Context: an optimization exercise on an open-source flow, tuned for small area. The choices shown serve that exercise and are no tape-out recipe.
The RTL was checked by simulation tests, not by an equivalence proof against the original design.
Power is estimated from default activity; no workload was simulated.

Design bf_graph_loader, start of the top module:
module bf_graph_loader #(
  parameter int LANES  = 32,
  parameter int WIDTH  = 32,
  parameter int ADDR_W = 10,
  parameter int ROWS   = 32
) (
  input  logic                   clk,
  input  logic                   rst_global,
  input  logic                   go,
  input  logic                   abort,
  input  logic [WIDTH-1:0]       in_data,
  input  logic                   in_valid,
  output logic                   in_ready,
  output logic [ADDR_W-1:0]      mem_addr,
  output logic [LANES*WIDTH-1:0] mem_wdata,
  output logic                   mem_we,
  output logic                   mem_sel,
  output logic                   start,
  input  logic                   finish,
  output logic                   busy,
  output logic                   done
);
  localparam int LW = (LANES > 1) ? $clog2(LANES) : 1;
  localparam int RW = (ROWS > 1) ? $clog2(ROWS) : 1;
  logic st_load, st_start, st_run, st_done, we_q;
  logic [LW-1:0]          lane_cnt;
  ...
Size in the first run: about 2,100 cells after synthesis, about 1,000 flip-flops, ~0.030 mm² of cells after synthesis.
export LEC_CHECK = 0
export CAP_MARGIN = 0
export CORE_AREA = 3 3 597 133
export CTS_BUF_LIST = sky130_fd_sc_hd__clkbuf_16
export CTS_CLUSTER_DIAMETER = 45
export CTS_CLUSTER_SIZE = 24
export DIE_AREA = 0 0 600 136
export PLACE_DENSITY = 0.65
export SLEW_MARGIN = 0
create_clock -name core_clock -period 5.0 [get_ports {clk}]
standard.sh (not shown) runs the stock make flow with config.mk's settings and CLKGATE_MAP_FILE= SYNTH_SCRIPT=/design/flow/synth_recipe.tcl, a recipe that flattens the netlist after the stock synthesis.
==> flow/flow/run.sh <==
#!/bin/bash
# Standard ORFS layout (the standard.sh), with two changes:
#  - the per-bit row-lane update is hand-mapped to a22o cells (flow/mapcells.py) before synthesis;
#    the registers are untouched, so synthesis gives them the same names and cells as the standard one;
#  - the port buffers are made of the smallest buffer cell.
set -uo pipefail
python3 flow/mapcells.py design.v > design_mapped.v 2> mapcells.log || exit 1
sed "s#^export VERILOG_FILES = .*#export VERILOG_FILES = $PWD/design_mapped.v#" config.mk > config_mapped.mk
grep -q "design_mapped.v" config_mapped.mk || exit 1
sed "s#DESIGN_CONFIG=[^ ]*#DESIGN_CONFIG=$PWD/config_mapped.mk#" standard.sh > standard_mapped.sh
grep -q "config_mapped.mk" standard_mapped.sh || exit 1
export BUFFER_PORTS_ARGS="-buffer_cell sky130_fd_sc_hd__buf_1"
bash standard_mapped.sh finish > flow_make.log 2>&1
rc=$?
cp -r orfs/logs orfs_logs 2>/dev/null
exit $rc
==> flow/flow/mapcells.py <==
#!/usr/bin/env python3
"""Hand-map the per-bit row-lane update of bf_graph_loader to sky130 a22o cells.

Reads the design as the layout reads it (design.v) and writes it back with the lane update
    row_q[i*WIDTH +: WIDTH] <= (row_q[i*WIDTH +: WIDTH] & {WIDTH{keep}}) | (in_data & {WIDTH{sel}});
computed by one sky130_fd_sc_hd__a22o_1 per bit, X = (A1 & A2) | (B1 & B2), the same function.
The registers (row_q) are left as they are, so synthesis names and maps them as it does the RTL.
"""
import re
import sys

src = open(sys.argv[1]).read()
pat = re.compile(
    r"always_ff\s*@\s*\(\s*posedge\s+clk\s*\)\s*begin\s*"
    r"row_q\[i\*WIDTH \+: WIDTH\]\s*<=\s*\(row_q\[i\*WIDTH \+: WIDTH\]\s*&\s*\{WIDTH\{keep\}\}\)\s*\|\s*"
    r"\(in_data\s*&\s*\{WIDTH\{sel\}\}\);\s*end")
new = """logic [WIDTH-1:0] d;
    for (genvar b = 0; b < WIDTH; b++) begin : g_bit
      sky130_fd_sc_hd__a22o_1 u_a22o (.A1(row_q[i*WIDTH+b]), .A2(keep), .B1(in_data[b]), .B2(sel), .X(d[b]));
    end
    always_ff @(posedge clk) begin
      row_q[i*WIDTH +: WIDTH] <= d;
    end"""
out, n = pat.subn(new, src)
if n != 1:
    sys.exit("mapcells.py: lane update not found exactly once (%d)" % n)
sys.stdout.write(out)
Then changed:
CORE_AREA = 3 3 717 81   (was 3 3 597 133)
CTS_CLUSTER_DIAMETER = 40   (was 45)
CTS_CLUSTER_SIZE = 30   (was 24)
DIE_AREA = 0 0 720 84   (was 0 0 600 136)
PLACE_DENSITY = 0.8   (was 0.65)
The changed run ran to the end with no violations; worst setup slack is worse by 0.011 ns; power falls by about 3%; combinational power decreases by 3.8%; final cell count fell by about 7%.
Then changed:
CORE_AREA = 3 3 647 103   (was 3 3 717 81)
CTS_CLUSTER_DIAMETER = 45   (was 40)
CTS_CLUSTER_SIZE = 24   (was 30)
DIE_AREA = 0 0 650 106   (was 0 0 720 84)
GPL_ROUTABILITY_DRIVEN = 0   (was unset)
GPL_TIMING_DRIVEN = 0   (was unset)
PLACE_DENSITY = 0.65   (was 0.8)
After rerunning: Sequential power is about the same; cell area grows by 4.5%; die area rose by 14%; non-clock buffer count increases by 56; via count goes down by 3.6%; area after synthesis is unchanged; wire length grows by 1.2%; global-route usage fell by 3.9 points; worst setup slack is worse by 0.080 ns; register-to-register slack loses 0.20 ns; worst hold slack gains 0.012 ns.

before:
The RTL this note starts from:
==> flow/design.v <==
module bf_graph_loader #(
  parameter int LANES  = 32,
  parameter int WIDTH  = 32,
  parameter int ADDR_W = 10,
  parameter int ROWS   = 32
) (
  input  logic                   clk,
  input  logic                   rst_global,
  input  logic                   go,
  input  logic                   abort,
  input  logic [WIDTH-1:0]       in_data,
  input  logic                   in_valid,
  output logic                   in_ready,
  output logic [ADDR_W-1:0]      mem_addr,
  output logic [LANES*WIDTH-1:0] mem_wdata,
  output logic                   mem_we,
  output logic                   mem_sel,
  output logic                   start,
  input  logic                   finish,
  output logic                   busy,
  output logic                   done
);
  localparam int LW = (LANES > 1) ? $clog2(LANES) : 1;
  localparam int RW = (ROWS > 1) ? $clog2(ROWS) : 1;
  logic st_load, st_start, st_run, st_done, we_q;
  logic [LW-1:0]          lane_cnt;
  logic [RW-1:0]          row_cnt;
  logic [LANES*WIDTH-1:0] row_q;
  logic busy_c, accept, row_end, last_end, running;
  assign busy_c   = st_load | we_q | st_start | st_run | st_done;
  assign accept   = st_load & in_valid & ~abort;
  assign row_end  = accept & (lane_cnt == LW'(LANES - 1));
  assign last_end = row_end & (row_cnt == RW'(ROWS - 1));
  assign running  = st_start | st_run;
  assign in_ready  = st_load;
  assign mem_we    = we_q;
  assign mem_sel   = st_load | we_q;
  assign start     = st_start;
  assign done      = st_done;
  assign busy      = busy_c;
  assign mem_addr  = ADDR_W'(row_cnt);
  assign mem_wdata = row_q;
  always_ff @(posedge clk or posedge rst_global) begin
    if (rst_global) begin
      st_load  <= 1'b0;
      st_start <= 1'b0;
      st_run   <= 1'b0;
      st_done  <= 1'b0;
      we_q     <= 1'b0;
    end else begin
      st_load  <= (~busy_c & go) | (st_load & ~abort & ~last_end);
      st_start <= we_q & ~st_load;
      st_run   <= running & ~finish;
      st_done  <= running & finish;
      we_q     <= row_end;
    end
  end
  always_ff @(posedge clk) begin
    if (!st_load) lane_cnt <= '0;
    else if (accept) lane_cnt <= lane_cnt + 1'b1;
  end
  always_ff @(posedge clk) begin
    if (!st_load) row_cnt <= '0;
    else if (we_q) row_cnt <= row_cnt + 1'b1;
  end
  logic keep;
  assign keep = st_load & ~we_q;
  for (genvar i = 0; i < LANES - 1; i++) begin : g_lane
    logic sel;
    assign sel = accept & (lane_cnt == LW'(i));
    always_ff @(posedge clk) begin
      row_q[i*WIDTH +: WIDTH] <= (row_q[i*WIDTH +: WIDTH] & {WIDTH{keep}}) | (in_data & {WIDTH{sel}});
    end
  end
  always_ff @(posedge clk) begin
    row_q[LANES*WIDTH-1 -: WIDTH] <= in_data;
  end
endmodule
==> flow/config.mk <==
export PLATFORM = sky130hd
export DESIGN_NAME = bf_graph_loader
export DESIGN_NICKNAME = bf_graph_loader
export VERILOG_FILES = /design/flow/design.v
export SDC_FILE = /design/flow/constraint.sdc
export NUM_CORES = 4
export LEC_CHECK = 0
export CAP_MARGIN = 0
export CORE_AREA = 3 3 797 69
export CTS_BUF_LIST = sky130_fd_sc_hd__clkbuf_16
export CTS_CLUSTER_DIAMETER = 45
export CTS_CLUSTER_SIZE = 24
export DIE_AREA = 0 0 800 72
export PLACE_DENSITY = 0.8
export SLEW_MARGIN = 0
==> flow/constraint.sdc <==
create_clock -name core_clock -period 5.0 [get_ports {clk}]
set_input_delay 1.0000 -clock core_clock [delete_from_list [all_inputs] [get_ports {clk}]]
set_output_delay 1.0000 -clock core_clock [all_outputs]
set_load 0.01 [all_outputs]
Scripts as last shown in full above: flow/flow/run.sh, flow/flow/mapcells.py
[inputs] after vs before
- swapping 0 0 800 72 for 0 0 720 84 in DIE_AREA
- swapping 0.8 for 0.7 in PLACE_DENSITY
- swapping 45 for 35 in CTS_CLUSTER_DIAMETER
- swapping 24 for 30 in CTS_CLUSTER_SIZE
- swapping 3 3 797 69 for 3 3 717 81 in CORE_AREA
Results
after vs. before: number of well-tap cells placed increased 3.8%; post-layout worst setup margin picked up an extra 8.4 ps; routed wire length decreased by 9.0 mm relative to the old numbers; net switching fraction of the power went down 0.58 points; highest attainable clock frequency flat.
Higher total number of vias among after and before: before
Compared with before, after shows a total die area that is 2900 µm² higher.
after vs before on minimum clock period after layout: after is the lower one.
after -> before: flip-flop and latch count delta 0, exact match

## run a
Starts from the design.v that is shown in full above.
export LEC_CHECK = 0
export CAP_MARGIN = 0
export CORE_AREA = 3 3 717 81
export CTS_BUF_LIST = sky130_fd_sc_hd__clkbuf_16
export CTS_CLUSTER_DIAMETER = 40
export CTS_CLUSTER_SIZE = 30
export DIE_AREA = 0 0 720 84
export GPL_ROUTABILITY_DRIVEN = 0
export PLACE_DENSITY = 0.75
export SLEW_MARGIN = 0
create_clock -name core_clock -period 5.0 [get_ports {clk}]
Scripts as last shown in full above: flow/flow/run.sh, flow/flow/mapcells.py
Input-level comparison between run b and run a:
Settings: changing CTS_CLUSTER_SIZE from 30 to 24; changing PLACE_DENSITY from 0.75 to 0.65; removing GPL_ROUTABILITY_DRIVEN (formerly 0); changing CTS_CLUSTER_DIAMETER from 40 to 45; changing CORE_AREA from 3 3 717 81 to 3 3 647 103; changing DIE_AREA from 0 0 720 84 to 0 0 650 106.
Relative to run a, full die area increased by 8400 µm² in run b.
Non-clock buffer count, run b and run a, higher one = run b.
Register area: run b vs run a, no meaningful difference
Run b vs. run a: clock power went up about 9%, wire length of the first global-routing pass went up 2600 µm, peak ir drop on the vdd network went up 0.000021 V, non-filler instance count after layout went up about 3.3%, total power per unit cell area went up 6.1 nW/µm².

RTL: the design.v shown in full above, as it stands there.
clock: 5.0 ns
lec_check: 0
cap_margin: 0
core_area: 3 3 677 92
cts_buf_list: sky130_fd_sc_hd__clkbuf_16
cts_cluster_diameter: 45
cts_cluster_size: 24
die_area: 0 0 680 95
place_density: 0.7
slew_margin: 0
Scripts as last shown in full above: flow/flow/run.sh, flow/flow/mapcells.py
The baseline completed without violations.
Rerun with:
CAP_MARGIN = 5   (was 0)
CORE_AREA = 3 3 647 103   (was 3 3 677 92)
DIE_AREA = 0 0 650 106   (was 0 0 680 95)
PLACE_DENSITY = 0.65   (was 0.7)
SLEW_MARGIN = 5   (was 0)
=>
- The new run finished with timing, DRC and antenna clean
- routed wire length climbs by 0.72%
- worst setup slack improves by 0.091 ns
- global-route usage decreases by 2.0 points
- synthesized area does not change
- hold slack degrades by 0.018 ns
- final cell count climbs by 1.5%
- via count went down by 0.91%
- non-clock buffer count goes down by 1
Rerun with:
CAP_MARGIN = 0   (was 5)
CORE_AREA = 3 3 717 81   (was 3 3 647 103)
CTS_CLUSTER_DIAMETER = 40   (was 45)
CTS_CLUSTER_SIZE = 30   (was 24)
DIE_AREA = 0 0 720 84   (was 0 0 650 106)
PLACE_DENSITY = 0.75   (was 0.65)
SLEW_MARGIN = 0   (was 5)
After rerunning: Combinational power came out lower by 2.9%. Design area falls by 1.3%. Register-to-register slack loses 0.08 ns. Synthesized area is unchanged. Wire length shrinks by 2.3%.

RTL: the design.v shown in full above, as it stands there.
clock: 5.0 ns
lec_check: 0
cap_margin: 0
core_area: 3 3 717 81
cts_buf_list: sky130_fd_sc_hd__clkbuf_16
cts_cluster_diameter: 45
cts_cluster_size: 24
die_area: 0 0 720 84
place_density: 0.75
slew_margin: 0
Scripts as last shown in full above: flow/flow/run.sh, flow/flow/mapcells.py
Change:
Settings changed: CTS_CLUSTER_DIAMETER 45 to 40, CTS_CLUSTER_SIZE 24 to 28, PLACE_DENSITY 0.75 to 0.85.
=> Area after synthesis does not change. Final area stays flat. Total power shrinks by 1.3%. Clock power came out lower by 4.5%. Critical path depth stays the same. Utilization is about the same.
Change:
Settings changed: CORE_AREA 3 3 717 81 to 3 3 757 75, CTS_CLUSTER_DIAMETER 40 to 45, CTS_CLUSTER_SIZE 28 to 24, DIE_AREA 0 0 720 84 to 0 0 760 78, PLACE_DENSITY 0.85 to 0.8.
Register-to-register slack hardly moves.
Design area is about the same.
Non-clock buffer count shrinks by 6.
Clock-buffer cell count grows by 6.

Another version of the RTL of bf_graph_loader (not shown whole).
Size: ~1100 cells after synthesis.
==> flow/design.v (excerpt) <==
module bf_graph_loader #(
  parameter int LANES  = 32,
  parameter int WIDTH  = 32,
  parameter int ADDR_W = 10,
  parameter int ROWS   = 32
) (
  input  logic                   clk,
  input  logic                   rst_global,
  input  logic                   go,
  input  logic                   abort,
  input  logic [WIDTH-1:0]       in_data,
  input  logic                   in_valid,
  output logic                   in_ready,
  output logic [ADDR_W-1:0]      mem_addr,
  output logic [LANES*WIDTH-1:0] mem_wdata,
  output logic                   mem_we,
  output logic                   mem_sel,
  output logic                   start,
  input  logic                   finish,
  output logic                   busy,
  output logic                   done
);
export LEC_CHECK = 0
export CAP_MARGIN = 20
export CORE_MARGIN = 2
export CORE_UTILIZATION = 65
export PLACE_DENSITY = 0.75
export SLEW_MARGIN = 20
create_clock -name core_clock -period 5.0 [get_ports {clk}]
run.sh (not shown) runs the stock make flow with config.mk's settings and CLKGATE_MAP_FILE= SYNTH_SCRIPT=/design/flow/synth_recipe.tcl, a recipe that flattens the netlist after the stock synthesis.
Stock flow here: none of the scripts above is used.
The first run stopped in 3_2_place_iop on PPL-0024.
Edit:
- CORE_AREA: unset -> 3 3 647 103
- CORE_MARGIN: 2 -> unset
- CORE_UTILIZATION: 65 -> unset
- DIE_AREA: unset -> 0 0 650 106
- PLACE_DENSITY: 0.75 -> 0.65
What happened: This time the run completed with no timing, DRC or antenna violations. Synthesized cell count stays the same. Area after synthesis stays the same.

## job 7695
bf_graph_loader, a different RTL version from the one above (not shown whole).
Size in the first run: ~2100 cells after synthesis, about 1100 I/O pins.
// bf_graph_loader
module bf_graph_loader #(
  parameter int LANES  = 32,
  parameter int WIDTH  = 32,
  parameter int ADDR_W = 10,
  parameter int ROWS   = 32
) (
  input  logic                   clk,
  input  logic                   rst_global,
  input  logic                   go,
  input  logic                   abort,
  input  logic [WIDTH-1:0]       in_data,
  input  logic                   in_valid,
  output logic                   in_ready,
  output logic [ADDR_W-1:0]      mem_addr,
  output logic [LANES*WIDTH-1:0] mem_wdata,
  output logic                   mem_we,
  output logic                   mem_sel,
  output logic                   start,
  input  logic                   finish,
  output logic                   busy,
  output logic                   done
);
  localparam int LW = (LANES > 1) ? $clog2(LANES) : 1;
  localparam int RW = (ROWS > 1) ? $clog2(ROWS) : 1;
  logic st_load, st_kick, st_start, st_run, st_done, we_q;
  logic [LW-1:0]          lane_cnt;
  logic [RW-1:0]          row_cnt;
  logic [LANES*WIDTH-1:0] row_q;
  logic idle, accept, row_end, last_end, running;
  assign idle     = ~(st_load | st_kick | st_start | st_run | st_done);
  assign accept   = st_load & in_valid & ~abort;
  assign row_end  = accept & (lane_cnt == LW'(LANES - 1));
  assign last_end = row_end & (row_cnt == RW'(ROWS - 1));
  assign running  = st_start | st_run;
  assign in_ready  = st_load;
  assign mem_we    = we_q;
  assign mem_sel   = st_load | st_kick;
  assign start     = st_start;
  assign done      = st_done;
  assign busy      = ~idle;
  assign mem_addr  = ADDR_W'(row_cnt);
  assign mem_wdata = row_q;
  always_ff @(posedge clk or posedge rst_global) begin
    if (rst_global) begin
      st_load  <= 1'b0;
      st_kick  <= 1'b0;
      st_start <= 1'b0;
      st_run   <= 1'b0;
      st_done  <= 1'b0;
      we_q     <= 1'b0;
    end else begin
      st_load  <= (idle & go) | (st_load & ~abort & ~last_end);
      st_kick  <= last_end;
      st_start <= st_kick;
      st_run   <= running & ~finish;
  ...
==> flow/config.mk <==
export PLATFORM = sky130hd
export DESIGN_NAME = bf_graph_loader
export DESIGN_NICKNAME = bf_graph_loader
export VERILOG_FILES = /design/flow/design.v
export SDC_FILE = /design/flow/constraint.sdc
export NUM_CORES = 4
export LEC_CHECK = 0
export CAP_MARGIN = 20
export CORE_AREA = 3 3 647 103
export CTS_BUF_LIST = sky130_fd_sc_hd__clkbuf_16
export CTS_CLUSTER_DIAMETER = 60
export CTS_CLUSTER_SIZE = 30
export DIE_AREA = 0 0 650 106
export PLACE_DENSITY = 0.65
export SLEW_MARGIN = 20
==> flow/constraint.sdc <==
create_clock -name core_clock -period 5.0 [get_ports {clk}]
set_input_delay 1.0000 -clock core_clock [delete_from_list [all_inputs] [get_ports {clk}]]
set_output_delay 1.0000 -clock core_clock [all_outputs]
set_load 0.01 [all_outputs]
standard.sh (not shown) runs the stock make flow with config.mk's settings and CLKGATE_MAP_FILE= SYNTH_SCRIPT=/design/flow/synth_recipe.tcl, a recipe that flattens the netlist after the stock synthesis.
Scripts as last shown in full above: flow/flow/run.sh, flow/flow/mapcells.py
Job 7695 has completed all stages; timing, DRC and antenna checks passed.
diff inputs: job 7695 => job 825
- changing CTS_CLUSTER_SIZE from 30 to 15
- changing CTS_CLUSTER_DIAMETER from 60 to 30
- changing CTS_BUF_LIST from sky130_fd_sc_hd__clkbuf_16 to sky130_fd_sc_hd__clkbuf_8
### Flow results
- Final total power on job 825 is up relative to job 7695.
- Taking job 7695 as the reference, in job 825 minimum setup slack among reg-to-reg paths now smaller; number of ordinary and repair buffers in the finished layout roughly the same.
- Re count of sequential standard cells: no difference whatsoever between job 825 and job 7695.
- | total met2 wirelength after detailed routing | job 825 vs job 7695 | 0.44% lower |
Relative to job 825, the following input files were edited for job 502:
- a change of PLACE_DENSITY from 0.65 to 0.85
- a change of CTS_CLUSTER_DIAMETER from 30 to 45
- a change of CTS_BUF_LIST from sky130_fd_sc_hd__clkbuf_8 to sky130_fd_sc_hd__clkbuf_16
- a change of CTS_CLUSTER_SIZE from 15 to 30
Notes after the runs:
Run comparison: job 502 type of the most critical hold path reg -> reg; job 825 type of the most critical hold path in -> async. Job 502 vs. job 825: last weighted congestion value of the routability-driven placer down 2.7%; clock latency on the worst-skew pair moved down. Of job 825 and job 502, the run reporting the lower power consumption was job 502. Job 502 vs job 825 on met3 global-route usage: job 502 is the lower one. The final worst-path cycle share number comes out lower for job 502 vs job 825. [job 502] cell count fell 43 relative to job 825. Going from job 825 to job 502, number of hold-slack violations in the final timing report flat, post-synthesis share of cell area spent on full adders, half adders and majority gates flat, clock power down 6.1%.

re-timing with driven ports:
The flow's constraints put no driver on any port. The routed layouts listed below were extracted and timed again, unchanged, in two steps.
Step 1 (the two cells are an assumption about what drives the block):
set clk [get_ports {clk}]
set_driving_cell -lib_cell sky130_fd_sc_hd__clkbuf_16 $clk
set_driving_cell -lib_cell sky130_fd_sc_hd__buf_2 [delete_from_list [all_inputs] $clk]
Step 2 moves the port delays by t, midway between the first and last clock arrival at a register: inputs arrive t later, outputs are due t later. That takes back most of the time a late clock gives input paths.
a / b / c = ideal / step 1 / step 2; a / b = the first two.
run	t, ns	setup WS [ns]	worst setup path at the end	worst register clock-pin slew, ns	worst slew at a driven data input, ns
the first run of note 1	0.663	1.882 / 1.840 / 1.568	input to register	0.11 / 0.11	0.08
the second run of note 1	0.726	1.871 / 1.785 / 1.308	input to register	0.12 / 0.12	0.05
the third run of note 1	0.688	1.791 / 1.791 / 1.554	input to register	0.11 / 0.11	0.05
before	0.724	1.892 / 1.815 / 1.265	input to register	0.11 / 0.11	0.04
after	0.720	1.900 / 1.815 / 1.402	input to register	0.12 / 0.12	0.05
run a	0.725	1.894 / 1.808 / 1.357	input to register	0.12 / 0.12	0.04
run b	0.698	1.882 / 1.821 / 1.479	input to register	0.11 / 0.11	0.06
the first run of note 4	0.689	1.800 / 1.786 / 1.143	input to register	0.11 / 0.11	0.05
the second run of note 4	0.697	1.891 / 1.830 / 1.471	input to register	0.11 / 0.11	0.05
the third run of note 4	0.725	1.894 / 1.808 / 1.357	input to register	0.12 / 0.12	0.04
the first run of note 5	0.732	1.884 / 1.798 / 1.299	input to register	0.11 / 0.11	0.04
the second run of note 5	0.686	1.907 / 1.841 / 1.381	input to register	0.12 / 0.12	0.04
the third run of note 5	0.734	1.847 / 1.762 / 1.340	input to register	0.11 / 0.11	0.05
the second run of note 6	0.649	1.705 / 1.655 / 1.467	input to register	0.09 / 0.09	0.10
job 7695	0.671	2.028 / 1.967 / 1.482	input to register	0.12 / 0.12	0.06
job 825	0.740	1.957 / 1.901 / 1.358	input to register	0.12 / 0.12	0.06
job 502	0.660	1.971 / 1.912 / 1.455	input to register	0.12 / 0.12	0.07
After both steps setup and hold are still met in every run listed. The setup slack of the first run of note 4, which loses most, moves by -0.014 ns with the drivers and by -0.657 ns with both steps.
